What follows belongs to an exercise in optimizing a design on an open flow for small area, a short achievable clock period and few clock cycles; a production flow would make more cautious choices.
Only simulation tests tie the RTL to the original design; equivalence was not proved.
Power figures rest on the tool's default switching activity, not on a simulated workload.

### design/flow/flow/run.sh
#!/bin/bash
# The standard layout (the standard.sh, unchanged synthesis) with these
# optimiser settings changed; constraints and clock period are the design's:
#  - timing repair aims for a large setup margin (a period well below 13 ns)
#  - sizing may pick cells of any footprint
#  - ports are buffered with buf_4 cells
bash standard.sh SETUP_SLACK_MARGIN=9 MATCH_CELL_FOOTPRINT=0 \
	"BUFFER_PORTS_ARGS=-buffer_cell sky130_fd_sc_hd__buf_4" finish > standard.log 2>&1
### design/flow/standard.sh
#!/bin/bash
# synth_recipe.tcl (not shown) runs the flow's synth.tcl, then flattens the netlist and writes it again
# the make line also repeats each setting of config.mk as NAME=value (left out here)
make -C /OpenROAD-flow-scripts/flow DESIGN_CONFIG=/design/flow/config.mk WORK_HOME=/design/flow/orfs CLKGATE_MAP_FILE= SYNTH_SCRIPT=/design/flow/synth_recipe.tcl "${@:-finish}"
### design/flow/config.mk
export PLATFORM = sky130hd
export DESIGN_NAME = lua_cpu
export DESIGN_NICKNAME = lua_cpu
export VERILOG_FILES = /design/flow/design.v
export SDC_FILE = /design/flow/constraint.sdc
export NUM_CORES = 4
export LEC_CHECK = 0
export ABC_CLOCK_PERIOD_IN_PS = 2000
export CAP_MARGIN = 20
export CORE_MARGIN = 2
export CORE_UTILIZATION = 45
export CTS_BUF_LIST = sky130_fd_sc_hd__clkbuf_8
export PLACE_DENSITY = 0.55
export SLEW_MARGIN = 20
### design/flow/constraint.sdc
create_clock -name core_clock -period 13.0 [get_ports {clk}]
set_input_delay 2.6000 -clock core_clock [delete_from_list [all_inputs] [get_ports {clk}]]
set_output_delay 2.6000 -clock core_clock [all_outputs]
set_load 0.01 [all_outputs]
### design/flow/design.v
package lua_cpu_pkg;
	typedef logic [32-1:0] word_t;
	typedef logic [5-1:0] reg_idx_t;
	typedef logic [5-1:0] ttag_t;
	typedef logic [6-1:0] opcode_t;
	typedef enum logic [1:0] {
		instr_in_progress = 2'd0,
		instr_done = 2'd1,
		instr_not_impl = 2'd3
	} instr_status_e;
	typedef enum logic [1:0] {
		src_instr = 2'd0,
		src_dumper = 2'd1,
		src_external = 2'd3
	} write_src_e;
	typedef enum logic [1:0] {
		cmd_run = 2'd0,
		cmd_load_reg = 2'd1,
		cmd_load_type = 2'd2,
		cmd_load_base = 2'd3
	} cmd_e;
	typedef enum logic [3:0] {
		ex_idle = 4'd0,
		ex_fetch_pc = 4'd1,
		ex_fetch_instr = 4'd2,
		ex_exec_instr = 4'd3,
		ex_store_pc = 4'd4,
		ex_store_regs = 4'd5,
		ex_load_reg = 4'd6,
		ex_load_type = 4'd7,
		ex_load_base = 4'd8,
		ex_finish = 4'd15
	} ex_state_e;
	typedef enum logic [1:0] {
		dp_idle = 2'd0,
		dp_value = 2'd1,
		dp_type = 2'd2,
		dp_end = 2'd3
	} dump_phase_e;
endpackage
`timescale 1ns/1ps
module lua_cpu (
	input logic clk,
	input logic rst,
	input logic start,
	input lua_cpu_pkg::cmd_e n,
	input lua_cpu_pkg::word_t dataa,
	input lua_cpu_pkg::word_t datab,
	output logic done,
	output lua_cpu_pkg::word_t result,
	output lua_cpu_pkg::word_t mem_address,
	output lua_cpu_pkg::word_t mem_writedata,
	output logic mem_read,
	output logic mem_write,
	input lua_cpu_pkg::word_t mem_readdata,
	input logic mem_waitrequest
);
	localparam logic [2:0] S_IDLE = 3'd0;
	localparam logic [2:0] S_RPC = 3'd1;	 
	localparam logic [2:0] S_FETCH = 3'd2;	 
	localparam logic [2:0] S_DUMP = 3'd3;	 
	localparam logic [2:0] S_DUMPT = 3'd4;	 
	logic [2:0] st;
	logic rd, wr;	 
	logic req;	 
	logic [31:0] addr, wdata, ir;
	logic [4:0] tl;
	logic ex;	 
	logic [4:0] widx, ridx;
	logic wen_v, wen_t;
	logic ldv, ldt;	 
	logic [31:0] base;
	logic [31:0] V [32];
	logic [4:0] T [32];
	logic [31:0] val, dirty;
	logic any_dirty;
	logic [31:0] addr_o;
	assign mem_read = rd;
	assign mem_write = wr;
	assign mem_address = addr_o;
	assign mem_writedata = wdata;
	assign result = ir;
	logic acc;
	assign acc = req && !mem_waitrequest;
	logic in_move, move_acc;
	assign in_move = (mem_readdata[6-1:0] == 6'd0);
	assign move_acc = (st == S_FETCH) && acc && in_move;
	logic ld_val, ld_type;
	assign ld_val = start && (n == lua_cpu_pkg::cmd_load_reg);
	assign ld_type = start && (n == lua_cpu_pkg::cmd_load_type);
	logic [7:0] lo_ofs;
	logic lo_nb;	 
	logic slot_hit;
	always_comb begin
		logic [23:0] x, y;
		{lo_nb, lo_ofs} = {1'b0, dataa[7:0]} + {1'b0, ~base[7:0]} + 9'd1;
		x = dataa[31:8];
		y = ~base[31:8];
		slot_hit = ((x[0] ^ y[0]) == lo_nb);
		for (int i = 1; i < 24; i++)
			slot_hit = slot_hit & ((x[i] ^ y[i]) == (x[i-1] | y[i-1]));
	end
	logic [4:0] jnext;
	logic [31:0] jnext_oh;
	logic anynext;
	always_comb begin : ffs
		logic [31:0] d_eff;
		logic seen;
		for (int i = 0; i < 32; i++)
			d_eff[i] = dirty[i] | (ex && widx == 5'(i));
		seen = 1'b0;
		for (int i = 0; i < 32; i++) begin
			jnext_oh[i] = d_eff[i] && !seen;
			seen = seen | d_eff[i];
		end
		for (int k = 0; k < 5; k++) begin
			jnext[k] = 1'b0;
			for (int i = 0; i < 32; i++)
				if (i[k]) jnext[k] = jnext[k] | jnext_oh[i];
		end
		anynext = seen;
	end
	logic [31:0] rsel;
	logic [31:0] val_next;
	always_comb
		for (int i = 0; i < 32; i++)
			val_next[i] = val[i] | (widx == 5'(i) && (wen_v || wen_t));
	always_ff @(posedge clk) begin
		any_dirty <= anynext;
		ridx <= jnext;
		for (int i = 0; i < 32; i++)
			rsel[i] <= !(ld_val || ld_type) && val_next[i] &&
				(move_acc ? (mem_readdata[18:14] == 5'(i)) : jnext_oh[i]);
		widx <= move_acc ? mem_readdata[10:6] : lo_ofs[7:3];
	end
	always_ff @(posedge clk or posedge rst) begin
		if (rst) begin
			ex <= 1'b0;
			wen_v <= 1'b0;
			wen_t <= 1'b0;
			ldv <= 1'b0;
			ldt <= 1'b0;
			base <= '0;
		end else begin
			ex <= move_acc;
			ldv <= ld_val;
			ldt <= ld_type;
			wen_v <= move_acc || (ld_val && slot_hit);
			wen_t <= move_acc || (ld_type && slot_hit);
			if (start && (n == lua_cpu_pkg::cmd_load_base))
				base <= dataa;
		end
	end
	logic [31:0] rdv;
	logic [4:0] rdt;
	always_comb begin
		rdv = '0;
		rdt = '0;
		for (int i = 0; i < 32; i++) begin
			rdv = rdv | (V[i] & {32{rsel[i]}});
			rdt = rdt | (T[i] & {5{rsel[i]}});
		end
	end
	logic [31:0] wdv;
	logic [4:0] wdt;
	assign wdv = rdv | (addr & {32{ldv}});
	assign wdt = rdt | (addr[4:0] & {5{ldt}});
	always_ff @(posedge clk) begin
		for (int i = 0; i < 32; i++) begin
			if (widx == 5'(i) && (wen_v || (wen_t && !val[i]))) V[i] <= wdv;
			if (widx == 5'(i) && (wen_t || (wen_v && !val[i]))) T[i] <= wdt;
		end
	end
	always_ff @(posedge clk or posedge rst) begin
		if (rst)
			val <= '0;
		else
			val <= val_next;
	end
	always_ff @(posedge clk) begin
		for (int i = 0; i < 32; i++) begin
			if (start)
				dirty[i] <= 1'b0;
			else if (ex && widx == 5'(i))
				dirty[i] <= 1'b1;
			else if ((st == S_DUMP) && acc && ridx == 5'(i))
				dirty[i] <= 1'b0;
		end
	end
	always_ff @(posedge clk or posedge rst) begin
		if (rst) begin
			st <= S_IDLE;
			rd <= 1'b0;
			wr <= 1'b0;
			req <= 1'b0;
			done <= 1'b0;
		end else begin
			done <= 1'b0;
			case (st)
				S_IDLE: begin
					if (start) begin
						if (n == lua_cpu_pkg::cmd_run) begin
							rd <= 1'b1;
							req <= 1'b1;
							st <= S_RPC;
						end else
							done <= 1'b1;
					end
				end
				S_RPC: if (acc) st <= S_FETCH;
				S_FETCH: begin
					if (acc && !in_move) begin
						rd <= 1'b0;
						wr <= 1'b1;
						st <= S_DUMP;
					end
				end
				S_DUMP: begin
					if (acc) begin
						if (any_dirty)
							st <= S_DUMPT;
						else begin
							wr <= 1'b0;
							req <= 1'b0;
							done <= 1'b1;
							st <= S_IDLE;
						end
					end
				end
				S_DUMPT: if (acc) st <= S_DUMP;
				default: st <= S_IDLE;
			endcase
		end
	end
	logic [31:0] ci20;
	always_comb begin : savedpc_addr
		logic [5:0] lo;
		logic [26:0] hi, hi1;
		lo = {1'b0, dataa[4:0]} + 6'd20;
		hi = dataa[31:5];
		hi1 = dataa[31:5] + 27'd1;
		ci20 = {lo[5] ? hi1 : hi, lo[4:0]};
	end
	always_ff @(posedge clk) begin
		case (st)
			S_IDLE: begin
				addr <= (n == lua_cpu_pkg::cmd_run) ? ci20 : datab;
				if (start)
					addr_o <= ci20;
			end
			S_RPC: begin
				if (acc) begin
					addr <= mem_readdata;
					addr_o <= mem_readdata;
				end
			end
			S_FETCH: begin
				if (acc) begin
					ir <= mem_readdata;
					wdata <= addr + 32'd4;
					if (in_move) begin
						addr <= addr + 32'd4;
						addr_o <= addr + 32'd4;
					end else begin
						addr <= ci20;
						addr_o <= ci20;
					end
				end
			end
			S_DUMP: begin
				if (acc) begin
					addr <= base + {ridx, 3'b000};
					addr_o <= base + {ridx, 3'b000};
					wdata <= rdv;
					tl <= rdt;
				end
			end
			S_DUMPT: begin
				if (acc) begin
					addr <= addr + 32'd4;
					addr_o <= addr + 32'd4;
					wdata <= {27'd0, tl};
				end
			end
			default: ;
		endcase
	end
endmodule
==> flow_summary_export.csv, run 1 <==
group,metric,value,unit
timing,setup_viol,0,
setup_path,cp.buffers_inverters,1,
clocking,cts_root_buf,"clkbuf_8",
flow_run,drv_cap,0,
setup_path,worst_setup_path_start_kind,"flip-flop",
die,die-area,131200,um^2
synth,synth.distinct_cells,85,
timing,finalCriticalPeriod,4.207,ns
setup_path,crit_chain,"buf_6",
route,viasPerCell,6.538,
die,pin_count,201,
pwr,ir_drop,111.7,uV
timing,maxSlewHeadroom,20.69,%
final_layout,nets,4273,
timing,finalHoldViolCount,0,
route,routed_wl,219600,um
route,drt-pass1-iter-count,6,
route,avgRoutedWirePerCell,36.65,um
die,fp.dieW,362.2,um
worst_hold_path,whs_endpoint,"dirty[12]$_SDFFE_PP0P_",
synth,syn_nets,3954,
synth,synthTopCellsByArea,"edfxtp_1 (68%), a22oi_1 (6.1%), dfrtp_1 (3.3%)",
pwr,power_density,160.4,nW/um^2
synth,synth_top_area_share,68.48,%
grt,antenna_found_initial,10,
final_layout,drive_gt1_share,17.61,%
synth,async_flop_share,5.177,%
synth,synth_adder_area_share,0.8580,%
timing,rsz0062_at_grt,"yes",
clocking,clock_latency,0.96,ns
timing,tightest_slew,1.190,ns
synth,synth.area.mux_share,0.3293,%
clocking,cts_made_buffers,231,
synth,synthCells,3813,
synth,synth_compound_area_share,13.35,%
placement,place_congestion,0.9137,
clocking,cts.sinks,1468,
setup_path,required,10.40,ns
die,core_area,127500,um^2
timing,hold_ws,0.5014,ns
timing,drv_slew,0,
synth,synth_edf_count,1317,
timing,finalCritPeriodShare,32.36,%
final_layout,syn2layout_area_growth,15.75,%
clocking,cts_tree,"done",
timing,tns,0,ns
clocking,holdBufCountCts,0,
synth,syn_area,57750,um^2
clocking,htreeDepth,4,
grt,grt.overflow.total,0,
setup_path,worstSetupPathType,"flip-flop to output port",
die,die_h,362.2,um
placement,dpl.hpwl,120300,um
setup_path,arrival,1.61,ns
setup_path,r2r-start,"rsel[22]$_DFF_P_",
synth,yosysMostFrequentCell,"edfxtp_1",
synth,synth_area_leader_cell,"edfxtp_1",
route,drc,0,
grt,grt_max_degree,60,
setup_path,critPathSlowestCell,"edfxtp_1",
synth,synthSimpleGateAreaFrac,7.676,%
synth,syn_area_per_cell,15.15,um^2
setup_path,critPathCaptureType,"output port",
grt,track_usage,33.09,%
die,num_rows,131,
route,num_vias,39180,
timing,max_freq,0.2377,GHz
placement,port_buffers,200,
pwr,leakage,23.26,nW
run_status,outcome,"complete, no violations",
synth,seq_area_frac_synth,74.37,%
route,dr.first_iter.drc_count,6223,
synth,synth_common_cells,"edfxtp_1 (1317), a22oi_1 (466), nand2_1 (236)",
grt,grt_pass1_vias,37630,
setup_path,slowest_delay,0.47,ns
worst_hold_path,worstHoldPathType,"flip-flop to flip-flop",
timing,finalClockSkew,0.04928,ns
synth,synth_seq_cells,1468,
synth,synth_top_family_by_area,"compound AO/OA/AOI/OAI gates",
setup_path,crit_fanout,1,
setup_path,r2r_end,"V[7][26]$_DFFE_PP_",
die,initial_core_util,45.29,%
synth,ys_warn_count,3,
clocking,cts_buffer_depth,3,
grt,grt_first_pass_wirelength,300100,um
clocking,clk_pin_slew,0.06,ns
setup_path,reg2reg_depth,6,
synth,synth_ff_type,"edfxtp_1",
synth,synth_xor_area_share,1.621,%
worst_hold_path,hold_depth,2,
setup_path,cp-startpoint,"wdata[11]$_DFFE_PP_",
route,ant_nets,0,
worst_hold_path,worstHoldStart,"dirty[12]$_SDFFE_PP0P_",
setup_path,reg2reg_slack,9.35,ns
setup_path,cpLargestDelayFamily,"flip-flops",
per-stage QoR:
step / power, W / area, um^2 / cells / util (%) / setup WS (ns)
CTS: 0.01072 / 66560 / 5977 / 52.19 / 8.719
finish: 0.01072 / 66850 / 5992 / 52.42 / 8.793
global route: 0.01104 / 66840 / 5989 / 52.41 / 8.762
global placement: 0.006965 / 61810 / 5544 / 48.47 / 7.274
floorplan: 0.006328 / 58050 / 3813 / - / 8.325
detailed placement: 0.006979 / 61840 / 5546 / 48.49 / 7.146
state kept, by name (all words and copies together) (netlist names), 3 cells and up:
name / flops
T: 160
addr: 32
wdata: 32
V: 1024
widx: 5
base: 32
val: 32
rsel: 32
ir: 32
dirty: 32
st: 3
addr_o: 32
tl: 5
ridx: 5
routing by layer:
layer | global-route usage, % | share of wire (%) | vias up
li1 | - | - | 16030
met1 | 46.06 | 40 | 20370
met2 | 51.95 | 46 | 2349
met3 | 6.297 | 10 | 421
met4 | 12.16 | 3.9 | 6
met5 | 0 | 0.021 | -
layout by cell type (no fill, tap or decap), types with 81 or more instances in the layout:
| cell | instances |
|---|---|
| nand4_1 | 99 |
| inv_1 | 142 |
| nand2_1 | 233 |
| buf_6 | 99 |
| buf_4 | 200 |
| clkbuf_8 | 247 |
| nand3_1 | 112 |
| nor2_1 | 81 |
| a21oi_1 | 121 |
| a22oi_1 | 462 |
| edfxtp_1 | 1317 |
| o21ai_0 | 143 |
what timing repair did:
action / CTS / global route
pin swaps: 1 / 12
gates cloned: 1 / 0
gates resized for setup: 85 / 40
endpoints found under the setup margin: 141 / 126
buffers inserted: 3 / 9
how the worst max path moves through the flow:
stage	endpoint	slack (ns)	depth (start not counted)
after global routing	mem_writedata[15]	8.76	1
after CTS	mem_writedata[11]	8.72	1
final	mem_writedata[11]	8.79	1
after global placement	rsel[15]$_DFF_P_	7.27	8
after detailed placement	rsel[13]$_DFF_P_	7.15	8
after floorplan	addr[28]$_DFFE_PP_	8.32	8
final cells by class:
| type | count | area, um^2 |
|---|---|---|
| repair buffers | 304 | 2691 |
| clock buffers | 247 | 3400 |
| inverters | 52 | 202.7 |
| diodes | 4 | 10.01 |
| clock inverters | 180 | 967.2 |
| fillers | 10710 | 60670 |
| flip-flops and latches | 1468 | 42990 |
| multi-input cells | 2075 | 14500 |
| well taps | 1662 | 2079 |
power breakdown:
| group | switching, W | internal, W |
|---|---|---|
| combinational | 0.000834 | 0.000427 |
| sequential | 0.000275 | 0.00543 |
| clock | 0.00190 | 0.00186 |
cell families after synthesis:
group / Yosys count
AO/OA/AOI/OAI: 1093
adder cells (fa/ha/maj): 39
flip-flops: 1468
AND/OR/NAND/NOR: 818
XOR/XNOR: 106
multiplexers: 18
buffers and inverters: 271
tightest hold or removal path, stage by stage, from the launching register on:
cell and delay, ns:
dfxtp_1 0.32, o21ai_0 0.07, a21oi_1 0.06
Testbench counts, summed over its fixed seeds: cycles 44,547.
==> run 2: changes to the inputs <==
--- a/design/flow/design.v
+++ b/design/flow/design.v
@@ -68,16 +68,16 @@
 	logic ex;	 
 	logic [4:0] widx, ridx;
 	logic wen_v, wen_t;
-	logic ldv, ldt;	 
+	logic [31:0] ldv_data;
+	logic [4:0] ldt_data;
 	logic [31:0] base;
 	logic [31:0] V [32];
 	logic [4:0] T [32];
 	logic [31:0] val, dirty;
 	logic any_dirty;
-	logic [31:0] addr_o;
 	assign mem_read = rd;
 	assign mem_write = wr;
-	assign mem_address = addr_o;
+	assign mem_address = addr;
 	assign mem_writedata = wdata;
 	assign result = ir;
 	logic acc;
@@ -132,19 +132,17 @@
 			rsel[i] <= !(ld_val || ld_type) && val_next[i] &&
 				(move_acc ? (mem_readdata[18:14] == 5'(i)) : jnext_oh[i]);
 		widx <= move_acc ? mem_readdata[10:6] : lo_ofs[7:3];
+		ldv_data <= ld_val ? datab : 32'd0;
+		ldt_data <= ld_type ? datab[4:0] : 5'd0;
 	end
 	always_ff @(posedge clk or posedge rst) begin
 		if (rst) begin
 			ex <= 1'b0;
 			wen_v <= 1'b0;
 			wen_t <= 1'b0;
-			ldv <= 1'b0;
-			ldt <= 1'b0;
 			base <= '0;
 		end else begin
 			ex <= move_acc;
-			ldv <= ld_val;
-			ldt <= ld_type;
 			wen_v <= move_acc || (ld_val && slot_hit);
 			wen_t <= move_acc || (ld_type && slot_hit);
 			if (start && (n == lua_cpu_pkg::cmd_load_base))
@@ -163,8 +161,8 @@
 	end
 	logic [31:0] wdv;
 	logic [4:0] wdt;
-	assign wdv = rdv | (addr & {32{ldv}});
-	assign wdt = rdt | (addr[4:0] & {5{ldt}});
+	assign wdv = rdv | ldv_data;
+	assign wdt = rdt | ldt_data;
 	always_ff @(posedge clk) begin
 		for (int i = 0; i < 32; i++) begin
 			if (widx == 5'(i) && (wen_v || (wen_t && !val[i]))) V[i] <= wdv;
@@ -244,33 +242,23 @@
 	always_ff @(posedge clk) begin
 		case (st)
 			S_IDLE: begin
-				addr <= (n == lua_cpu_pkg::cmd_run) ? ci20 : datab;
-				if (start)
-					addr_o <= ci20;
-			end
-			S_RPC: begin
-				if (acc) begin
-					addr <= mem_readdata;
-					addr_o <= mem_readdata;
-				end
-			end
+				addr <= ci20;
+			end
+			S_RPC: if (acc) addr <= mem_readdata;
 			S_FETCH: begin
 				if (acc) begin
 					ir <= mem_readdata;
 					wdata <= addr + 32'd4;
 					if (in_move) begin
 						addr <= addr + 32'd4;
-						addr_o <= addr + 32'd4;
 					end else begin
 						addr <= ci20;
-						addr_o <= ci20;
 					end
 				end
 			end
 			S_DUMP: begin
 				if (acc) begin
 					addr <= base + {ridx, 3'b000};
-					addr_o <= base + {ridx, 3'b000};
 					wdata <= rdv;
 					tl <= rdt;
 				end
@@ -278,7 +266,6 @@
 			S_DUMPT: begin
 				if (acc) begin
 					addr <= addr + 32'd4;
-					addr_o <= addr + 32'd4;
 					wdata <= {27'd0, tl};
 				end
 			end
--- a/design/flow/config.mk
+++ b/design/flow/config.mk
@@ -9,6 +9,7 @@
 export CAP_MARGIN = 20
 export CORE_MARGIN = 2
 export CORE_UTILIZATION = 45
-export CTS_BUF_LIST = sky130_fd_sc_hd__clkbuf_8
+export CTS_CLUSTER_DIAMETER = 100
+export CTS_CLUSTER_SIZE = 28
 export PLACE_DENSITY = 0.55
 export SLEW_MARGIN = 20
==> flow_summary_export.csv, run 2 <==
group,metric,value,unit
final_layout,largest_register_ffs,1024,
setup_path,critPathSlowestCell,"edfxtp_1",
setup_path,slowest_delay,0.49,ns
route,drc,0,
timing,rsz0062_at_grt,"yes",
setup_path,crit_path_end,"mem_address[26]",
route,routed_wl,208400,um
flow_run,drv_cap,0,
timing,finalClockSkew,0.03723,ns
final_layout,multi_input_area,13810,um^2
pwr,clkPwrFrac,26.8,%
grt,grt_pass1_vias,34520,
final_layout,mostFrequentLayoutCells,"edfxtp_1 (1285), a22oi_1 (465), buf_4 (309), nand2_1 (189), a21oi_1 (120)",
timing,finalCriticalPeriod,4.001,ns
pwr,power_switching,0.002322,W
timing,setup_viol,0,
synth,syn_area,56880,um^2
setup_path,arrival,1.40,ns
die,initial_core_util,45.30,%
pwr,leakage,20.86,nW
final_layout,top_regs,"V x1024, T x160",
synth,synth_seq_cells,1471,
synth,synthCells,3719,
placement,place_congestion,0.8818,
synth,ys_warn_count,3,
setup_path,path_depth,1,
die,die_h,359.5,um
synth,synth_top_area_share,67.84,%
route,avgRoutedWirePerCell,37.21,um
setup_path,cp.buffers_inverters,1,
timing,max_freq,0.2499,GHz
synth,syn_area_per_cell,15.29,um^2
clocking,clk_pin_slew,0.11,ns
clocking,cts_root_buf,"clkbuf_16",
setup_path,worstSetupPathType,"flip-flop to output port",
setup_path,critPathCaptureType,"output port",
worst_hold_path,worstHoldPathType,"flip-flop to flip-flop",
setup_path,reg2reg_slack,9.32,ns
final_layout,drive_gt1_share,14.83,%
final_layout,syn2layout_area_growth,11.12,%
clocking,cts_made_buffers,60,
setup_path,crit_chain,"buf_6",
setup_path,cp-startpoint,"addr[26]$_DFFE_PP_",
pwr,p_total,0.008979,W
die,pin_count,201,
run_status,outcome,"complete, no violations",
route,dr.first_iter.drc_count,5698,
timing,maxSlewHeadroom,23.36,%
placement,port_buffers,200,
timing,finalCritPeriodShare,30.78,%
pwr,sw_frac_of_total,25.86,%
synth,synth_edf_count,1285,
pwr,power_frac_comb,12.5,%
die,fp.dieW,359.5,um
final_layout,n_fill_cell,10690,
setup_path,cpLargestDelayFamily,"flip-flops",
timing,drv_slew,0,
final_layout,instances_no_fill,5600,
clocking,cts_buffer_depth,3,
placement,dpl.hpwl,113100,um
synth,seq_area_frac_synth,75.04,%
synth,synth.distinct_cells,76,
synth,syn_nets,3860,
clocking,cts_tree,"done",
synth,synth_area_leader_cell,"edfxtp_1",
timing,tightest_slew,1.147,ns
final_layout,nets,4038,
route,drt-pass1-iter-count,5,
grt,antenna_found_initial,14,
grt,grt_max_degree,53,
placement,dp.cells,5442,
timing,finalHoldViolCount,0,
route,num_vias,36950,
final_layout,layout.cells.most_common,"edfxtp_1",
placement,placed_area,60950,um^2
timing,setup_slack,8.999,ns
die,core_area,125600,um^2
grt,grt_first_pass_wirelength,282900,um
synth,yosysMostFrequentCell,"edfxtp_1",
final_layout,seq_area,42720,um^2
final_layout,top_register,"V",
die,num_rows,130,
pwr,intPower,0.006656,W
setup_path,r2r_end,"V[16][23]$_DFFE_PP_",
setup_path,r2r-start,"widx[4]$_DFF_P_",
clocking,clock_latency,0.76,ns
setup_path,reg2reg_depth,5,
pwr,power_density,142.1,nW/um^2
final_layout,fin_area,63200,um^2
grt,grt.overflow.total,0,
setup_path,worst_setup_path_start_kind,"flip-flop",
grt,track_usage,31.44,%
die,die-area,129300,um^2
timing,tns,0,ns
route,ant_nets,0,
synth,synthTopCellsByArea,"edfxtp_1 (68%), a22oi_1 (6.2%), dfxtp_1 (3.9%)",
setup_path,required,10.40,ns
pwr,ir_drop,109.9,uV
clocking,holdBufCountCts,0,
synth,async_flop_share,5.031,%
synth,synth_common_cells,"edfxtp_1 (1285), a22oi_1 (469), nand2_1 (192)",
clocking,cts.sinks,1471,
pwr,pwr-share-seq,60.7,%
clocking,htreeDepth,2,
synth,synth_ff_type,"edfxtp_1",
placement,pre_cts_slack,7.226,ns
route,viasPerCell,6.598,
setup_path,crit_fanout,3,
[run 2: cell types whose count changed after synthesis, sizes merged, moves of 33 or more]
| cell | before | now |
|---|---|---|
| a21o | 48 | 12 |
| o21ai | 159 | 125 |
| dfxtp | 75 | 112 |
| and2 | 5 | 48 |
| or2 | 6 | 39 |
| nand2 | 236 | 192 |
[run 2: how the worst min path moves through the flow]
stage	from	endpoint	slack, ns	cells past startpoint
after floorplan	dirty[31]$_SDFFE_PP0P_	any_dirty$_DFF_P_	0.44	2
after global placement	dirty[4]$_SDFFE_PP0P_	dirty[4]$_SDFFE_PP0P_	0.46	2
after detailed placement	dirty[4]$_SDFFE_PP0P_	dirty[4]$_SDFFE_PP0P_	0.47	2
after CTS	dirty[4]$_SDFFE_PP0P_	dirty[4]$_SDFFE_PP0P_	0.48	2
after global routing	dirty[20]$_SDFFE_PP0P_	dirty[20]$_SDFFE_PP0P_	0.53	2
final	dirty[4]$_SDFFE_PP0P_	dirty[4]$_SDFFE_PP0P_	0.49	2
[run 2: cells by family after synthesis]
logic type      after synthesis  synth area share [%]
flops                      1471                 75.04
compound gates             1011                 12.56
simple gates                808                 7.866
buf+inv                     274                 1.830
xor+xnor                    105                 1.617
fa+ha+maj                    39                0.8711
mux                          11                0.2156
[run 2: area by class of cell]
class	instances	share of cell area [%]
Clock buffer	97	2.595
Timing Repair Buffer	329	4.040
Inverter	60	0.3702
Antenna cell	5	0.01980
Sequential cell	1471	67.60
Multi-Input combinational cell	1975	21.86
Tap cell	1650	3.266
Clock inverter	13	0.2534
[run 2: through the flow]
stage	hold WS (ns)	utilization, %
3_5_place_dp	0.4703	48.54
4_1_cts	0.4845	50.21
5_1_grt	0.5258	50.33
3_3_place_gp	0.4614	48.54
2_1_floorplan	0.4421	-
6_report	0.4881	50.33
[run 2: power by group through the flow]
stage          sequential, W  combinational [W]  clock (W)
4_1_cts              0.00545            0.00108    0.00243
6_report             0.00545            0.00112    0.00241
3_3_place_gp         0.00558           0.000960          0
5_1_grt              0.00547            0.00119    0.00257
2_1_floorplan        0.00554           0.000528          0
3_5_place_dp         0.00558           0.000967          0
[run 2: metal layers]
metal  part of all wire [%]  GRT usage, %  up-vias
met3                    9.4         4.439      281
met1                     40         44.41    19450
li1                       -             -    15160
met5                 0.0034             0        -
met4                    3.7         10.39        2
met2                     47         50.38     2057
[run 2: worst min-delay path, stage by stage, from the launching register on]
cell	delay, ns
dfxtp_1	0.32
o21ai_0	0.07
a21oi_1	0.06
[run 2: timing repair]
action	CTS	global route
cloned	1	0
pin swaps	1	6
endpoints found under the setup margin	77	26
gates resized for setup	20	7
setup buffers	28	14
Testbench counts of run 2, summed over its fixed seeds: cycles 44,547.
==> run 3: changes to the inputs <==
--- a/design/flow/config.mk
+++ b/design/flow/config.mk
@@ -8,8 +8,8 @@
 export ABC_CLOCK_PERIOD_IN_PS = 2000
 export CAP_MARGIN = 20
 export CORE_MARGIN = 2
-export CORE_UTILIZATION = 45
+export CORE_UTILIZATION = 55
 export CTS_CLUSTER_DIAMETER = 100
 export CTS_CLUSTER_SIZE = 28
-export PLACE_DENSITY = 0.55
+export PLACE_DENSITY = 0.65
 export SLEW_MARGIN = 20
==> flow_summary_export.csv, run 3 <==
group,metric,value,unit
run_status,outcome,"complete, no violations",
clocking,cts.sinks,1471,
final_layout,layout.cells.most_common,"edfxtp_1",
clocking,cts_made_buffers,59,
pwr,p_total,0.008851,W
setup_path,crit_fanout,4,
pwr,pwr-share-seq,61.6,%
synth,syn_area,56880,um^2
setup_path,critPathCaptureType,"output port",
setup_path,worstSetupPathType,"flip-flop to output port",
synth,syn_area_per_cell,15.29,um^2
route,drt-pass1-iter-count,5,
grt,grt_first_pass_wirelength,266200,um
final_layout,top_register,"V",
timing,finalClockSkew,0.02484,ns
timing,setup_viol,0,
pwr,power_switching,0.002232,W
setup_path,r2r-start,"widx[4]$_DFF_P_",
grt,antenna_found_initial,9,
final_layout,largest_register_ffs,1024,
pwr,intPower,0.006619,W
final_layout,syn2layout_area_growth,10.11,%
synth,synth_area_leader_cell,"edfxtp_1",
setup_path,cpLargestDelayFamily,"flip-flops",
setup_path,cp.buffers_inverters,1,
setup_path,crit_path_end,"mem_address[9]",
timing,maxSlewHeadroom,24.31,%
synth,synth_edf_count,1285,
synth,ys_warn_count,3,
setup_path,slowest_delay,0.49,ns
timing,finalCriticalPeriod,3.982,ns
final_layout,n_fill_cell,7741,
die,initial_core_util,55.66,%
pwr,sw_frac_of_total,25.22,%
synth,synth_ff_type,"edfxtp_1",
setup_path,cp-startpoint,"addr[9]$_DFFE_PP_",
die,die_h,325.6,um
final_layout,fin_area,62630,um^2
synth,yosysMostFrequentCell,"edfxtp_1",
synth,synthTopCellsByArea,"edfxtp_1 (68%), a22oi_1 (6.2%), dfxtp_1 (3.9%)",
setup_path,arrival,1.38,ns
die,core_area,102200,um^2
clocking,clock_latency,0.73,ns
route,routed_wl,191600,um
grt,grt.overflow.total,0,
timing,tns,0,ns
timing,rsz0062_at_grt,"yes",
die,pin_count,201,
worst_hold_path,worstHoldPathType,"flip-flop to flip-flop",
clocking,cts_buffer_depth,3,
final_layout,instances_no_fill,5301,
setup_path,required,10.40,ns
placement,port_buffers,200,
pwr,power_frac_comb,12.0,%
grt,grt_max_degree,56,
timing,finalCritPeriodShare,30.63,%
timing,max_freq,0.2511,GHz
synth,seq_area_frac_synth,75.04,%
synth,synthCells,3719,
route,drc,0,
synth,synth.distinct_cells,76,
final_layout,top_regs,"V x1024, T x160",
pwr,leakage,20.75,nW
final_layout,drive_gt1_share,14.38,%
placement,placed_area,60590,um^2
synth,synth_top_area_share,67.84,%
grt,grt_pass1_vias,34900,
route,avgRoutedWirePerCell,36.14,um
setup_path,path_depth,1,
timing,drv_slew,0,
setup_path,reg2reg_slack,9.27,ns
synth,synth_common_cells,"edfxtp_1 (1285), a22oi_1 (469), nand2_1 (192)",
placement,dp.cells,5156,
grt,track_usage,35.65,%
clocking,htreeDepth,2,
pwr,ir_drop,127.9,uV
clocking,cts_root_buf,"clkbuf_16",
die,num_rows,117,
synth,synth_seq_cells,1471,
final_layout,mostFrequentLayoutCells,"edfxtp_1 (1285), a22oi_1 (465), buf_4 (308), nand2_1 (189), a21oi_1 (121)",
setup_path,critPathSlowestCell,"edfxtp_1",
synth,async_flop_share,5.031,%
route,viasPerCell,6.970,
flow_run,drv_cap,0,
setup_path,reg2reg_depth,5,
clocking,clk_pin_slew,0.11,ns
pwr,power_density,141.3,nW/um^2
setup_path,worst_setup_path_start_kind,"flip-flop",
setup_path,crit_chain,"buf_6",
final_layout,nets,4020,
route,ant_nets,0,
clocking,cts_tree,"done",
die,fp.dieW,325.6,um
die,die-area,106000,um^2
route,num_vias,36950,
timing,tightest_slew,1.134,ns
timing,finalHoldViolCount,0,
placement,place_congestion,0.9270,
route,dr.first_iter.drc_count,6729,
pwr,clkPwrFrac,26.4,%
synth,syn_nets,3860,
placement,dpl.hpwl,102700,um
setup_path,r2r_end,"V[18][16]$_DFFE_PP_",
run 3: layer usage:
| layer | global-route usage [%] | wire [um] | vias up | part of all wire (%) |
|---|---|---|---|---|
| met1 | 49.77 | 70870 | 18810 | 37 |
| li1 | - | - | 15110 | - |
| met4 | 15.47 | 9314 | 4 | 4.9 |
| met5 | 0 | 34 | - | 0.018 |
| met2 | 54.88 | 87810 | 2632 | 46 |
| met3 | 7.240 | 23560 | 385 | 12 |
run 3: logic make-up after synthesis:
family | count (synthesis) | share of synthesized area (%)
buffers and inverters | 274 | 1.830
muxes | 11 | 0.2156
AOI/OAI and AO/OA | 1011 | 12.56
xor gates and xnor gates | 105 | 1.617
adders and majority gates | 39 | 0.8711
DFF | 1471 | 75.04
and+or+nand+nor | 808 | 7.866
run 3: timing repair:
item / in CTS / in global routing
gates cloned: 1 / 0
setup endpoints to repair: 62 / 38
gates resized for setup: 5 / 5
setup buffers: 20 / 9
pin swaps: 1 / 4
hold buffers: 0 / 0
run 3: final cells by class:
cell class,instances,area (um^2),share of cell area [%]
well taps,1368,1712,2.733
clock buffers,100,1652,2.637
multi-input cells,1975,13820,22.06
clock inverters,10,106.4,0.1698
flip-flops and latches,1471,42720,68.21
inverters,60,234.0,0.3736
diodes,5,12.51,0.01998
repair buffers,312,2374,3.790
run 3: worst min-delay path by stage:
stage | start | to | slack (ns) | cells after the start
final | dirty[27]$_SDFFE_PP0P_ | dirty[27]$_SDFFE_PP0P_ | 0.50 | 2
after global routing | dirty[4]$_SDFFE_PP0P_ | dirty[4]$_SDFFE_PP0P_ | 0.52 | 2
after CTS | dirty[24]$_SDFFE_PP0P_ | dirty[24]$_SDFFE_PP0P_ | 0.49 | 2
after detailed placement | dirty[24]$_SDFFE_PP0P_ | dirty[24]$_SDFFE_PP0P_ | 0.48 | 2
after global placement | dirty[4]$_SDFFE_PP0P_ | dirty[4]$_SDFFE_PP0P_ | 0.46 | 2
after floorplan | dirty[31]$_SDFFE_PP0P_ | any_dirty$_DFF_P_ | 0.44 | 2
run 3: metrics by stage:
| step | hold WS [ns] | utilization (%) | setup slack [ns] |
|---|---|---|---|
| finish | 0.4968 | 61.29 | 9.018 |
| detailed placement | 0.4804 | 59.30 | 7.293 |
| floorplan | 0.4421 | - | 8.570 |
| global route | 0.5162 | 61.29 | 8.994 |
| global placement | 0.4619 | 59.27 | 7.374 |
| CTS | 0.4949 | 61.19 | 8.985 |
run 3: power groups by stage:
stage	Combinational, W	Sequential [W]	Clock [W]
3_5_place_dp	0.000963	0.00557	0
4_1_cts	0.00104	0.00545	0.00233
5_1_grt	0.00114	0.00547	0.00247
3_3_place_gp	0.000943	0.00557	0
6_report	0.00107	0.00545	0.00233
2_1_floorplan	0.000528	0.00554	0
==> run 4: changes to the inputs <==
==> design/flow/flow/run.sh (replaced) <==
#!/bin/bash
# The standard layout (the standard.sh, unchanged synthesis) with these
# optimiser settings changed; constraints and clock period are the design's:
#  - timing repair aims for a large setup margin (a period well below 13 ns)
#  - sizing may pick cells of any footprint
#  - ports are buffered with buf_2 cells
bash standard.sh SETUP_SLACK_MARGIN=9 MATCH_CELL_FOOTPRINT=0 \
	"BUFFER_PORTS_ARGS=-buffer_cell sky130_fd_sc_hd__buf_2" finish > standard.log 2>&1
==> flow_summary_export.csv, run 4 <==
group,metric,value,unit
timing,maxSlewHeadroom,29.04,%
clocking,holdBufCountCts,0,
route,viasPerCell,7.000,
final_layout,top_regs,"V x1024, T x160",
final_layout,seq_area,42720,um^2
synth,synth_area_leader_cell,"edfxtp_1",
setup_path,required,10.40,ns
synth,syn_area,56880,um^2
synth,synth_edf_count,1285,
synth,synth_top_family_by_area,"compound AO/OA/AOI/OAI gates",
timing,finalCritPeriodShare,30.67,%
pwr,p_total,0.008767,W
flow_run,drv_cap,0,
clocking,cts_made_buffers,59,
setup_path,cpLargestDelayFamily,"flip-flops",
route,num_vias,37100,
clocking,clk_pin_slew,0.11,ns
setup_path,path_depth,1,
route,routed_wl,193500,um
synth,ys_warn_count,3,
synth,yosysMostFrequentCell,"edfxtp_1",
clocking,cts.sinks,1471,
route,ant_nets,0,
run_status,outcome,"complete, no violations",
final_layout,largest_register_ffs,1024,
synth,synth_xor_area_share,1.617,%
synth,async_flop_share,5.031,%
pwr,ir_drop,131.6,uV
final_layout,layout.cells.most_common,"edfxtp_1",
die,core_area,102200,um^2
synth,syn_nets,3860,
setup_path,reg2reg_depth,5,
synth,synth_common_cells,"edfxtp_1 (1285), a22oi_1 (469), nand2_1 (192)",
die,pin_count,201,
final_layout,instances_no_fill,5300,
die,die_h,325.6,um
setup_path,worstSetupPathType,"flip-flop to output port",
final_layout,multi_input_area,13850,um^2
clocking,cts_root_buf,"clkbuf_16",
grt,grt_max_degree,56,
synth,synth.area.mux_share,0.2156,%
worst_hold_path,worstHoldPathType,"flip-flop to flip-flop",
timing,setup_viol,0,
timing,finalClockSkew,0.02293,ns
worst_hold_path,worstHoldStart,"dirty[21]$_SDFFE_PP0P_",
timing,drv_slew,0,
grt,grt.overflow.total,0,
placement,place_congestion,0.9107,
placement,dpl.hpwl,102900,um
synth,seq_area_frac_synth,75.04,%
clocking,cts_buffer_depth,3,
die,num_rows,117,
die,fp.dieW,325.6,um
synth,synth.distinct_cells,76,
clocking,cts_tree,"done",
timing,finalHoldViolCount,0,
setup_path,cp.buffers_inverters,1,
setup_path,r2r-start,"widx[4]$_DFF_P_",
timing,max_freq,0.2508,GHz
route,avgRoutedWirePerCell,36.51,um
route,drt-pass1-iter-count,6,
synth,synth_adder_area_share,0.8711,%
die,die-area,106000,um^2
final_layout,mostFrequentLayoutCells,"edfxtp_1 (1285), a22oi_1 (465), buf_2 (197), nand2_1 (189), a21oi_1 (120)",
route,drc,0,
timing,finalCriticalPeriod,3.988,ns
setup_path,cp-startpoint,"addr[15]$_DFFE_PP_",
placement,port_buffers,200,
timing,tns,0,ns
final_layout,syn2layout_area_growth,9.219,%
setup_path,critPathCaptureType,"output port",
final_layout,nets,4015,
synth,synthTopCellsByArea,"edfxtp_1 (68%), a22oi_1 (6.2%), dfxtp_1 (3.9%)",
setup_path,critPathSlowestCell,"edfxtp_1",
synth,synth_ff_type,"edfxtp_1",
timing,rsz0062_at_grt,"yes",
timing,tightest_slew,1.064,ns
final_layout,drive_gt1_share,14.34,%
setup_path,worst_setup_path_start_kind,"flip-flop",
synth,syn_area_per_cell,15.29,um^2
clocking,htreeDepth,2,
synth,synthSimpleGateAreaFrac,7.866,%
synth,synth_top_area_share,67.84,%
synth,synth_compound_area_share,12.56,%
final_layout,n_fill_cell,7787,
synth,synth_seq_cells,1471,
grt,antenna_found_initial,9,
pwr,leakage,20.55,nW
die,initial_core_util,55.66,%
setup_path,crit_fanout,4,
final_layout,top_register,"V",
setup_path,slowest_delay,0.48,ns
placement,dp.cells,5151,
pwr,power_density,141.1,nW/um^2
route,dr.first_iter.drc_count,6437,
grt,grt_pass1_vias,34980,
setup_path,crit_chain,"buf_2",
setup_path,arrival,1.39,ns
synth,synthCells,3719,
worst_hold_path,hold_depth,2,
grt,track_usage,35.91,%
clocking,clock_latency,0.74,ns
grt,grt_first_pass_wirelength,267500,um
## run 4: changes by cell type in the layout (fill, tap and decap cells not counted), sizes merged
cell | previous run | this run
diode | 5 | 7
clkinv | 6 | 3
and3b | 2 | 3
inv | 62 | 63
buf | 312 | 304
clkinvlp | 1 | 2
clkbuf | 100 | 106
bufinv | 1 | 0
## run 4: tightest hold or removal path, cell delays in order (launching register included)
cell and delay (ns):
dfxtp_1 0.33, o21ai_0 0.07, a21oi_1 0.06
## run 4: metal layers
layer  up-vias  wire length, um  global-route usage, %
met4         2            10770                  16.72
met3       409            22760                  6.132
met2      2578            88810                  56.23
met1     19010            71140                  49.58
met5         -               13                      0
li1      15100                -                      -
## run 4: cell type report
type | count | share of cell area, %
antenna | 7 | 0.02820
timing repair buffer | 306 | 2.957
inverter | 60 | 0.3766
multi-input combinational | 1976 | 22.29
sequential | 1471 | 68.77
clock buffer | 104 | 2.699
clock inverter | 8 | 0.1249
tap | 1368 | 2.755
## run 4: final timing paths
check | end | slack [ns]
min in group asynchronous | val[30]$_DFF_PP0_ | 1.98
min reg2reg | dirty[21]$_SDFFE_PP0P_ | 0.50
max | mem_address[15] | 9.01
min | dirty[21]$_SDFFE_PP0P_ | 0.50
max in group asynchronous | base[31]$_DFFE_PP0P_ | 9.90
max reg2reg | V[16][28]$_DFFE_PP_ | 9.17
## run 4: cell families (layout without fill, tap and decap cells)
| group | count (synthesis) | count (layout) |
|---|---|---|
| buffers and inverters | 274 | 478 |
| other | 0 | 7 |
| AND/OR/NAND/NOR | 808 | 810 |
| multiplexers | 11 | 11 |
| AO/OA/AOI/OAI | 1011 | 1011 |
| flip-flops | 1471 | 1471 |
| XOR/XNOR | 105 | 105 |
| adder cells (fa/ha/maj) | 39 | 39 |
## run 4: per-stage QoR
step                area [um^2]  worst slack (ns)  hold slack (ns)  utilization, %
finish                    62120             9.012           0.4965           60.80
global route              62110             8.965           0.5280           60.79
CTS                       61930             8.961           0.4911           60.61
detailed placement        60030             7.209           0.4767           58.75
global placement          60030             7.415           0.4609           58.75
floorplan                 57190             8.570           0.4421               -
## run 4: power by group
group          switching, W  total, W  internal [W]
logic              0.000642  0.000985      0.000342
clock network       0.00144   0.00233      0.000896
registers          0.000150   0.00545       0.00530
total               0.00223   0.00877       0.00654
## run 4: repair_timing
item | 4_1_cts | 5_1_grt
pin swaps | 2 | 6
gates resized for setup | 4 | 12
cloned | 2 | 0
setup buffers | 16 | 11
setup endpoints to repair | 71 | 61
==> run 5: changes to the inputs <==
--- a/design/flow/config.mk
+++ b/design/flow/config.mk
@@ -10,6 +10,6 @@
 export CORE_MARGIN = 2
 export CORE_UTILIZATION = 55
 export CTS_CLUSTER_DIAMETER = 100
-export CTS_CLUSTER_SIZE = 28
+export CTS_CLUSTER_SIZE = 26
 export PLACE_DENSITY = 0.65
 export SLEW_MARGIN = 20
==> flow_summary_export.csv, run 5 <==
group,metric,value,unit
run_status,outcome,"complete, no violations",
route,viasPerCell,7.000,
final_layout,fin_area,62270,um^2
synth,synth_area_leader_cell,"edfxtp_1",
flow_run,drv_cap,0,
route,dr.first_iter.drc_count,6484,
pwr,ir_drop,97.43,uV
die,core_area,102200,um^2
synth,synthCells,3719,
grt,grt_max_degree,56,
grt,grt_pass1_vias,34940,
setup_path,critPathSlowestCell,"edfxtp_1",
setup_path,cp-startpoint,"addr[0]$_DFFE_PP_",
final_layout,drive_gt1_share,14.17,%
placement,port_buffers,200,
setup_path,reg2reg_slack,9.16,ns
clocking,htreeDepth,3,
timing,drv_slew,0,
timing,maxSlewHeadroom,29.30,%
synth,synth_top_area_share,67.84,%
placement,dpl.hpwl,102900,um
route,ant_nets,0,
pwr,p_total,0.008892,W
timing,setup_viol,0,
setup_path,required,10.40,ns
setup_path,cp.buffers_inverters,1,
die,initial_core_util,55.66,%
synth,syn_area_per_cell,15.29,um^2
timing,hold_ws,0.4917,ns
synth,syn_area,56880,um^2
final_layout,top_register,"V",
synth,syn_nets,3860,
route,routed_wl,193100,um
synth,synth_edf_count,1285,
final_layout,layout.cells.most_common,"edfxtp_1",
grt,antenna_found_initial,12,
timing,finalCritPeriodShare,30.58,%
timing,finalHoldViolCount,0,
clocking,cts_buffer_depth,3,
clocking,cts_made_buffers,67,
final_layout,syn2layout_area_growth,9.474,%
die,die_h,325.6,um
route,drc,0,
die,pin_count,201,
pwr,leakage,20.60,nW
clocking,cts_tree,"done",
final_layout,mostFrequentLayoutCells,"edfxtp_1 (1285), a22oi_1 (465), buf_2 (197), nand2_1 (188), a21oi_1 (120)",
final_layout,largest_register_ffs,1024,
worst_hold_path,worstHoldPathType,"flip-flop to flip-flop",
timing,rsz0062_at_grt,"no",
route,avgRoutedWirePerCell,36.48,um
clocking,clock_latency,0.68,ns
setup_path,crit_chain,"buf_2",
worst_hold_path,hold_depth,2,
clocking,cts.sinks,1471,
setup_path,arrival,1.38,ns
synth,synth.distinct_cells,76,
setup_path,slowest_delay,0.51,ns
die,die-area,106000,um^2
final_layout,top_regs,"V x1024, T x160",
synth,synthTopCellsByArea,"edfxtp_1 (68%), a22oi_1 (6.2%), dfxtp_1 (3.9%)",
setup_path,r2r_end,"V[16][18]$_DFFE_PP_",
timing,max_freq,0.2515,GHz
setup_path,reg2reg_depth,5,
timing,finalCriticalPeriod,3.976,ns
setup_path,crit_fanout,3,
placement,placed_area,60030,um^2
timing,tightest_slew,1.061,ns
synth,synth_common_cells,"edfxtp_1 (1285), a22oi_1 (469), nand2_1 (192)",
timing,tns,0,ns
synth,synth_seq_cells,1471,
die,num_rows,117,
setup_path,cpLargestDelayFamily,"flip-flops",
die,fp.dieW,325.6,um
synth,synth_ff_type,"edfxtp_1",
timing,finalClockSkew,0.02549,ns
synth,seq_area_frac_synth,75.04,%
clocking,cts_root_buf,"clkbuf_16",
clocking,clk_pin_slew,0.11,ns
grt,grt.overflow.total,0,
grt,grt_first_pass_wirelength,267100,um
setup_path,critPathCaptureType,"output port",
final_layout,utilization,60.94,%
final_layout,nets,4007,
grt,track_usage,35.89,%
synth,async_flop_share,5.031,%
route,num_vias,37070,
worst_hold_path,whs_endpoint,"dirty[17]$_SDFFE_PP0P_",
placement,place_congestion,0.9107,
setup_path,worst_setup_path_start_kind,"flip-flop",
setup_path,r2r-start,"widx[4]$_DFF_P_",
worst_hold_path,worstHoldStart,"dirty[17]$_SDFFE_PP0P_",
pwr,power_density,142.8,nW/um^2
route,drt-pass1-iter-count,6,
synth,yosysMostFrequentCell,"edfxtp_1",
final_layout,n_fill_cell,7739,
setup_path,worstSetupPathType,"flip-flop to output port",
synth,ys_warn_count,3,
[run 5: cell count changes in the layout (fill, tap and decap cells not counted), sizes merged]
| cell | delta |
|---|---|
| inv | -1 |
| clkbuf | +11 |
| clkinvlp | -1 |
| buf | -16 |
| diode | +2 |
[run 5: area by class of cell]
cell class,instances,area (um^2),area share (%)
flip-flops and latches,1471,42720,68.61
clock buffers,115,1942,3.119
diodes,9,22.52,0.03617
multi-input cells,1976,13850,22.24
clock inverters,6,53.80,0.08640
inverters,60,234.0,0.3758
repair buffers,290,1733,2.783
well taps,1368,1712,2.749
[run 5: repair_timing]
item | in CTS | in global routing
pin swaps | 5 | 8
cloned | 2 | 0
gates resized for setup | 7 | 12
setup buffers | 4 | 7
hold buffers | 0 | 0
endpoints found under the setup margin | 79 | 59
[run 5: where the power goes]
part / switching, W / internal (W) / leakage, nW
registers: 0.000165 / 0.00530 / 13.4
logic: 0.000617 / 0.000322 / 6.26
clock network: 0.00145 / 0.00104 / 0.954
total: 0.00223 / 0.00666 / 20.6
[run 5: how the worst max path moves through the flow]
stage                          endpoint  cells after the start
finish                   mem_address[0]                      1
global route             mem_address[4]                      1
CTS                 V[16][27]$_DFFE_PP_                      5
detailed placement     rsel[30]$_DFF_P_                      9
global placement       rsel[12]$_DFF_P_                      9
floorplan              rsel[30]$_DFF_P_                     10
[run 5: stage by stage]
step	setup WS (ns)	instances
3_5_place_dp	7.209	5151
2_1_floorplan	8.570	3719
5_1_grt	9.005	5290
4_1_cts	9.010	5278
3_3_place_gp	7.415	5151
6_report	9.024	5295
[run 5: layer usage]
metal / track usage, % / vias up / share of wire [%]
li1: - / 15090 / -
met1: 49.63 / 19080 / 37
met2: 56.38 / 2485 / 46
met3: 6.236 / 402 / 11
met4: 15.93 / 8 / 5.2
met5: 0 / - / 0.025
[run 5: cells by family (layout without fill, tap and decap cells)]
group | count (synthesis) | in the layout | share of synthesized area (%)
AOI/OAI and AO/OA | 1011 | 1011 | 12.56
xor gates and xnor gates | 105 | 105 | 1.617
adders and majority gates | 39 | 39 | 0.8711
buffers and inverters | 274 | 471 | 1.830
DFF | 1471 | 1471 | 75.04
muxes | 11 | 11 | 0.2156
other | 0 | 9 | 0
and+or+nand+nor | 808 | 810 | 7.866
==> run 6: changes to the inputs <==
--- a/design/flow/config.mk
+++ b/design/flow/config.mk
@@ -8,8 +8,8 @@
 export ABC_CLOCK_PERIOD_IN_PS = 2000
 export CAP_MARGIN = 20
 export CORE_MARGIN = 2
-export CORE_UTILIZATION = 55
+export CORE_UTILIZATION = 62
 export CTS_CLUSTER_DIAMETER = 100
 export CTS_CLUSTER_SIZE = 26
-export PLACE_DENSITY = 0.65
+export PLACE_DENSITY = 0.72
 export SLEW_MARGIN = 20
==> flow_summary_export.csv, run 6 <==
group,metric,value,unit
timing,finalClockSkew,0.03681,ns
setup_path,arrival,4.41,ns
die,core_area,91250,um^2
worst_hold_path,hold_depth,2,
route,avgRoutedWirePerCell,36.50,um
final_layout,largest_register_ffs,1024,
setup_path,slowest_delay,0.63,ns
route,drc,0,
setup_path,crit_fanout,7,
timing,rsz0062_at_grt,"yes",
setup_path,worstSetupPathType,"input pin to flip-flop",
final_layout,n_fill_cell,6184,
synth,synth_edf_count,1285,
clocking,holdBufCountCts,0,
timing,finalHoldViolCount,0,
clocking,cts.sinks,1471,
worst_hold_path,whs_endpoint,"dirty[4]$_SDFFE_PP0P_",
final_layout,layout.cells.most_common,"edfxtp_1",
grt,grt.overflow.total,0,
synth,syn_area_per_cell,15.29,um^2
placement,port_buffers,200,
final_layout,drive_gt1_share,14.47,%
placement,place_congestion,0.9454,
pwr,p_total,0.008919,W
route,dr.first_iter.drc_count,7002,
final_layout,multi_input_area,13850,um^2
run_status,outcome,"complete, no violations",
die,initial_core_util,62.33,%
pwr,power_density,143.2,nW/um^2
flow_run,drv_cap,0,
clocking,cts_tree,"done",
synth,synth.distinct_cells,76,
setup_path,reg2reg_slack,9.14,ns
route,viasPerCell,7.332,
die,fp.dieW,306.9,um
setup_path,worst_setup_path_start_kind,"input pin",
final_layout,syn2layout_area_growth,9.490,%
die,die_h,306.9,um
setup_path,required,13.44,ns
worst_hold_path,worstHoldStart,"dirty[4]$_SDFFE_PP0P_",
grt,grt.met2_usage,59.84,%
timing,setup_viol,0,
synth,synth_area_leader_cell,"edfxtp_1",
synth,ys_warn_count,3,
placement,dpl.hpwl,99470,um
synth,syn_nets,3860,
grt,antenna_found_initial,6,
placement,pre_cts_slack,7.228,ns
grt,grt_use_met3,10.03,%
synth,synth_top_area_share,67.84,%
timing,finalCriticalPeriod,3.969,ns
pwr,leakage,20.70,nW
clocking,cts_buffer_depth,3,
pwr,ir_drop,118.2,uV
timing,max_freq,0.2519,GHz
die,pin_count,201,
synth,async_flop_share,5.031,%
grt,track_usage,39.56,%
timing,tns,0,ns
clocking,cts_made_buffers,67,
route,num_vias,37640,
setup_path,reg2reg_depth,5,
route,routed_wl,187400,um
synth,synth_common_cells,"edfxtp_1 (1285), a22oi_1 (469), nand2_1 (192)",
die,num_rows,111,
timing,finalCritPeriodShare,30.53,%
timing,tightest_slew,1.073,ns
route,drt-pass1-iter-count,8,
synth,synthCells,3719,
setup_path,critPathSlowestCell,"or4_4",
clocking,cts_root_buf,"clkbuf_16",
final_layout,top_regs,"V x1024, T x160",
grt,busiest_layer,"met2",
clocking,htreeDepth,3,
setup_path,critPathCaptureType,"flip-flop",
die,die-area,94180,um^2
synth,synthTopCellsByArea,"edfxtp_1 (68%), a22oi_1 (6.2%), dfxtp_1 (3.9%)",
synth,synth_seq_cells,1471,
synth,synth_ff_type,"edfxtp_1",
grt,met1_usage,54.50,%
final_layout,top_register,"V",
final_layout,nets,4018,
synth,yosysMostFrequentCell,"edfxtp_1",
timing,maxSlewHeadroom,28.02,%
setup_path,crit_chain,"buf_12 > nand4_1 > or4_4 > or3_4 > xnor2_2 > o22ai_1 > a221o_1",
clocking,clk_pin_slew,0.11,ns
route,ant_nets,0,
timing,hold_ws,0.4804,ns
worst_hold_path,worstHoldPathType,"flip-flop to flip-flop",
grt,grt_pass1_vias,35140,
timing,drv_slew,0,
grt,grt_first_pass_wirelength,259400,um
synth,syn_area,56880,um^2
setup_path,r2r-start,"widx[4]$_DFF_P_",
clocking,clock_latency,0.68,ns
final_layout,seq_area,42720,um^2
synth,seq_area_frac_synth,75.04,%
timing,setup_slack,9.031,ns
setup_path,r2r_end,"V[16][19]$_DFFE_PP_",
grt,grt_max_degree,70,
final_layout,mostFrequentLayoutCells,"edfxtp_1 (1285), a22oi_1 (465), buf_2 (195), nand2_1 (188), a21oi_1 (120)",
[run 6: timing repair]
action                     in CTS  in global routing
pin swaps                       4                  7
gates cloned                    2                  0
gates resized for setup         5                 23
setup buffers                   5                 12
setup endpoints to repair      52                 61
hold endpoints to repair        0                  0
[run 6: area by class of cell]
type | instances | area share [%]
flip-flops and latches | 1471 | 68.60
diodes | 16 | 0.06429
repair buffers | 301 | 3.082
well taps | 1186 | 2.383
multi-input cells | 1976 | 22.23
clock buffers | 115 | 3.084
clock inverters | 9 | 0.1788
inverters | 60 | 0.3757
[run 6: metal layers]
| metal | share of wire (%) | vias up |
|---|---|---|
| met5 | 0 | - |
| li1 | - | 15130 |
| met2 | 45 | 3126 |
| met3 | 15 | 422 |
| met1 | 35 | 18970 |
| met4 | 5.3 | 0 |
[run 6: stage by stage]
step / instances / util (%) / cell area (um^2)
2_1_floorplan: 3719 / - / 57190
3_3_place_gp: 4970 / 65.55 / 59810
3_5_place_dp: 4974 / 65.66 / 59910
4_1_cts: 5105 / 67.97 / 62020
5_1_grt: 5123 / 68.22 / 62250
6_report: 5134 / 68.25 / 62280
[run 6: how the worst max path moves through the flow]
stage,startpoint,to,slack (ns),cells after the start
after detailed placement,mem_waitrequest,rsel[28]$_DFF_P_,7.23,9
after CTS,start,ldv_data[4]$_SDFF_PN0_,8.94,3
after floorplan,mem_waitrequest,rsel[30]$_DFF_P_,8.57,10
final,dataa[7],addr[18]$_DFFE_PP_,9.03,7
after global placement,mem_waitrequest,rsel[15]$_DFF_P_,7.42,9
after global routing,dataa[5],addr[15]$_DFFE_PP_,8.97,9
[run 6: power by group]
| part | internal, W | switching (W) | total [W] |
|---|---|---|---|
| logic | 0.000335 | 0.000622 | 0.000957 |
| registers | 0.00530 | 0.000158 | 0.00546 |
| clock network | 0.00104 | 0.00147 | 0.00250 |
| total | 0.00667 | 0.00225 | 0.00892 |
[run 6: critical path: cells and delay by family]
kind                      cells  cell delay, ns
AOI/OAI and AO/OA             2            0.36
xor gates and xnor gates      1            0.15
buffers and inverters         1            0.10
and+or+nand+nor               3            1.20
[run 6: cells by family (layout without fill, tap and decap cells)]
kind of cell	count (synthesis)	count (layout)	share of synthesized area, %
muxes	11	11	0.2156
and+or+nand+nor	808	810	7.866
other	0	16	0
adders and majority gates	39	39	0.8711
AOI/OAI and AO/OA	1011	1011	12.56
xor gates and xnor gates	105	105	1.617
buffers and inverters	274	485	1.830
DFF	1471	1471	75.04
==> run 7: changes to the inputs <==
==> design/flow/flow/run.sh (replaced) <==
#!/bin/bash
# The standard layout (the standard.sh, unchanged synthesis) with these
# optimiser settings changed; constraints and clock period are the design's:
#  - timing repair aims for a large setup margin (a period well below 13 ns)
#  - sizing may pick cells of any footprint
#  - ports are buffered with buf_1 cells
bash standard.sh SETUP_SLACK_MARGIN=9 MATCH_CELL_FOOTPRINT=0 \
	"BUFFER_PORTS_ARGS=-buffer_cell sky130_fd_sc_hd__buf_1" finish > standard.log 2>&1
--- a/design/flow/config.mk
+++ b/design/flow/config.mk
@@ -8,8 +8,8 @@
 export ABC_CLOCK_PERIOD_IN_PS = 2000
 export CAP_MARGIN = 20
 export CORE_MARGIN = 2
-export CORE_UTILIZATION = 62
+export CORE_UTILIZATION = 55
 export CTS_CLUSTER_DIAMETER = 100
 export CTS_CLUSTER_SIZE = 26
-export PLACE_DENSITY = 0.72
+export PLACE_DENSITY = 0.65
 export SLEW_MARGIN = 20
==> flow_summary_export.csv, run 7 <==
group,metric,value,unit
synth,synth.distinct_cells,76,
synth,async_flop_share,5.031,%
final_layout,layout.cells.most_common,"edfxtp_1",
synth,syn_area_per_cell,15.29,um^2
synth,synthTopCellsByArea,"edfxtp_1 (68%), a22oi_1 (6.2%), dfxtp_1 (3.9%)",
route,routed_wl,190700,um
clocking,cts_root_buf,"clkbuf_16",
pwr,sw_frac_of_total,25.21,%
setup_path,worst_setup_path_start_kind,"input pin",
synth,synth_edf_count,1285,
placement,port_buffers,200,
final_layout,top_register,"V",
timing,finalCritPeriodShare,30.65,%
clocking,clk_pin_slew,0.10,ns
synth,syn_area,56880,um^2
pwr,power_frac_comb,9.9,%
final_layout,nets,4005,
timing,drv_slew,0,
timing,max_freq,0.2510,GHz
synth,ys_warn_count,3,
synth,seq_area_frac_synth,75.04,%
grt,grt_max_degree,72,
pwr,p_total,0.008820,W
clocking,htreeDepth,3,
pwr,power_density,142.4,nW/um^2
clocking,clock_latency,0.70,ns
pwr,leakage,20.04,nW
timing,tns,0,ns
synth,syn_nets,3860,
grt,grt_first_pass_wirelength,263200,um
setup_path,worstSetupPathType,"input pin to flip-flop",
final_layout,drive_gt1_share,9.258,%
route,ant_nets,0,
grt,grt.overflow.total,0,
die,die_h,325.6,um
run_status,outcome,"complete, no violations",
route,avgRoutedWirePerCell,36.07,um
pwr,pwr-share-seq,62.2,%
pwr,power_switching,0.002224,W
synth,synthCells,3719,
placement,place_congestion,0.9118,
clocking,cts.sinks,1471,
route,viasPerCell,6.980,
pwr,ir_drop,99.63,uV
grt,track_usage,35.31,%
setup_path,reg2reg_slack,9.31,ns
timing,maxSlewHeadroom,23.37,%
synth,synth_top_area_share,67.84,%
route,drt-pass1-iter-count,9,
die,initial_core_util,55.66,%
route,num_vias,36900,
synth,synth_common_cells,"edfxtp_1 (1285), a22oi_1 (469), nand2_1 (192)",
timing,setup_slack,9.016,ns
die,core_area,102200,um^2
synth,synth_area_leader_cell,"edfxtp_1",
die,pin_count,201,
grt,grt_pass1_vias,34490,
synth,synth_ff_type,"edfxtp_1",
grt,antenna_found_initial,7,
setup_path,crit_fanout,37,
setup_path,arrival,4.49,ns
clocking,cts_tree,"done",
flow_run,drv_cap,0,
placement,pre_cts_slack,7.223,ns
timing,rsz0062_at_grt,"yes",
timing,finalClockSkew,0.07013,ns
final_layout,largest_register_ffs,1024,
final_layout,n_fill_cell,7795,
final_layout,syn2layout_area_growth,8.916,%
timing,finalHoldViolCount,0,
pwr,intPower,0.006596,W
die,num_rows,117,
die,die-area,106000,um^2
clocking,cts_made_buffers,67,
route,drc,0,
timing,setup_viol,0,
route,dr.first_iter.drc_count,6129,
timing,tightest_slew,1.149,ns
setup_path,critPathCaptureType,"flip-flop",
final_layout,top_regs,"V x1024, T x160",
worst_hold_path,worstHoldPathType,"flip-flop to flip-flop",
clocking,cts_buffer_depth,3,
placement,dpl.hpwl,103600,um
final_layout,mostFrequentLayoutCells,"edfxtp_1 (1285), a22oi_1 (465), buf_1 (191), nand2_1 (188), a21oi_1 (120)",
setup_path,required,13.51,ns
synth,yosysMostFrequentCell,"edfxtp_1",
timing,finalCriticalPeriod,3.984,ns
synth,synth_seq_cells,1471,
die,fp.dieW,325.6,um
pwr,clkPwrFrac,27.9,%
[run 7: cell types whose count changed in the layout (fill, tap and decap cells not counted), sizes merged]
cell and delta:
and3b -1, buf -19, clkinv -5, diode -8, inv +3
[run 7: power by group through the flow]
stage	clock network, W	logic (W)	registers, W
after floorplan	0	0.000528	0.00554
after global placement	0	0.000827	0.00558
after global routing	0.00261	0.000937	0.00550
final	0.00246	0.000876	0.00548
after detailed placement	0	0.000838	0.00558
after CTS	0.00246	0.000849	0.00548
[run 7: metal layers]
metal  vias up  share of wire, %  global-route usage [%]  wire [um]
met2      2431                46                   54.94      88070
met5         -            0.0063                       0         12
met3       361                12                   7.033      22040
met1     19020                38                   48.93      71640
met4         2               4.7                   15.21       8911
li1      15080                 -                       -          -
[run 7: stage by stage]
| step | hold WS [ns] | instances | instance area, um^2 | utilization [%] |
|---|---|---|---|---|
| floorplan | 0.4421 | 3719 | 57190 | - |
| global placement | 0.4627 | 5153 | 59800 | 58.52 |
| detailed placement | 0.4748 | 5155 | 59840 | 58.56 |
| CTS | 0.4891 | 5275 | 61840 | 60.52 |
| global route | 0.5361 | 5282 | 61940 | 60.62 |
| finish | 0.4891 | 5286 | 61950 | 60.63 |
[run 7: area by class of cell]
cell class	instances	area [um^2]	share of cell area, %
antenna	8	20.02	0.03232
clock buffer	108	1883	3.040
clock inverter	7	60.06	0.09695
inverter	60	236.5	0.3817
multi-input combinational	1975	13830	22.32
sequential	1471	42720	68.96
tap	1368	1712	2.763
timing repair buffer	289	1488	2.401
[run 7: timing repair]
item	in CTS	in global routing
pin swaps	4	5
hold buffers	0	0
gates resized for setup	10	16
gates cloned	1	0
setup endpoints to repair	60	56
setup buffers	4	2
[run 7: cells by family (layout without fill, tap and decap cells)]
family / Yosys count / count (layout) / synth area share (%)
DFF: 1471 / 1471 / 75.04
AOI/OAI and AO/OA: 1011 / 1011 / 12.56
and+or+nand+nor: 808 / 809 / 7.866
buffers and inverters: 274 / 464 / 1.830
xor gates and xnor gates: 105 / 105 / 1.617
adders and majority gates: 39 / 39 / 0.8711
muxes: 11 / 11 / 0.2156
other: 0 / 8 / 0
[run 7: path summary, 6_finish.rpt]
check | startpoint | to | cells after the start
worst max-delay path | start | rsel[6]$_DFF_P_ | 7
worst min-delay path | dirty[4]$_SDFFE_PP0P_ | dirty[4]$_SDFFE_PP0P_ | 2
worst max register to register | widx[1]$_DFF_P_ | V[10][28]$_DFFE_PP_ | 5
worst min register to register | dirty[4]$_SDFFE_PP0P_ | dirty[4]$_SDFFE_PP0P_ | 2
max in group asynchronous | rst | val[3]$_DFF_PP0_ | 3
min in group asynchronous | rst | done$_DFF_PP0_ | 2
[run 7: worst max-delay path: stages]
cell     delay (ns)
buf_1          0.06
buf_4          0.37
and3b_4        0.70
inv_1          0.16
o21ai_2        0.09
buf_4          0.35
nor3b_1        0.11

[afterwards: timing with drivers on the ports]
No port has a modelled driver above. Below, the same layouts with a new extraction and two added sets of constraints.
Step 1 (the two cells are an assumption about what drives the block):
set clk [get_ports {clk}]
set_driving_cell -lib_cell sky130_fd_sc_hd__clkbuf_16 $clk
set_driving_cell -lib_cell sky130_fd_sc_hd__buf_2 [delete_from_list [all_inputs] $clk]
Step 2 moves the port delays by t, midway between the first and last clock arrival at a register: inputs arrive t later, outputs are due t later. That takes back most of the time a late clock gives input paths.
Three values: ideal, step 1, step 2; two values: the first two.
run	t (ns)	setup WS [ns]	worst register clock-pin slew, ns
run 1	1.018	8.793 / 8.718 / 7.990	0.07 / 0.07
run 2	0.817	8.999 / 8.921 / 8.289	0.12 / 0.12
run 3	0.794	9.018 / 8.942 / 8.266	0.12 / 0.12
run 4	0.798	9.012 / 8.939 / 8.298	0.12 / 0.12
run 5	0.730	9.024 / 8.957 / 8.346	0.11 / 0.11
run 6	0.735	9.031 / 8.962 / 8.284	0.11 / 0.11
run 7	0.741	9.016 / 8.973 / 8.323	0.11 / 0.11
After both steps setup and hold are still met in every run listed. For run 1, which loses most, drivers alone change the setup slack by -0.075 ns; drivers and shift together by -0.803 ns.
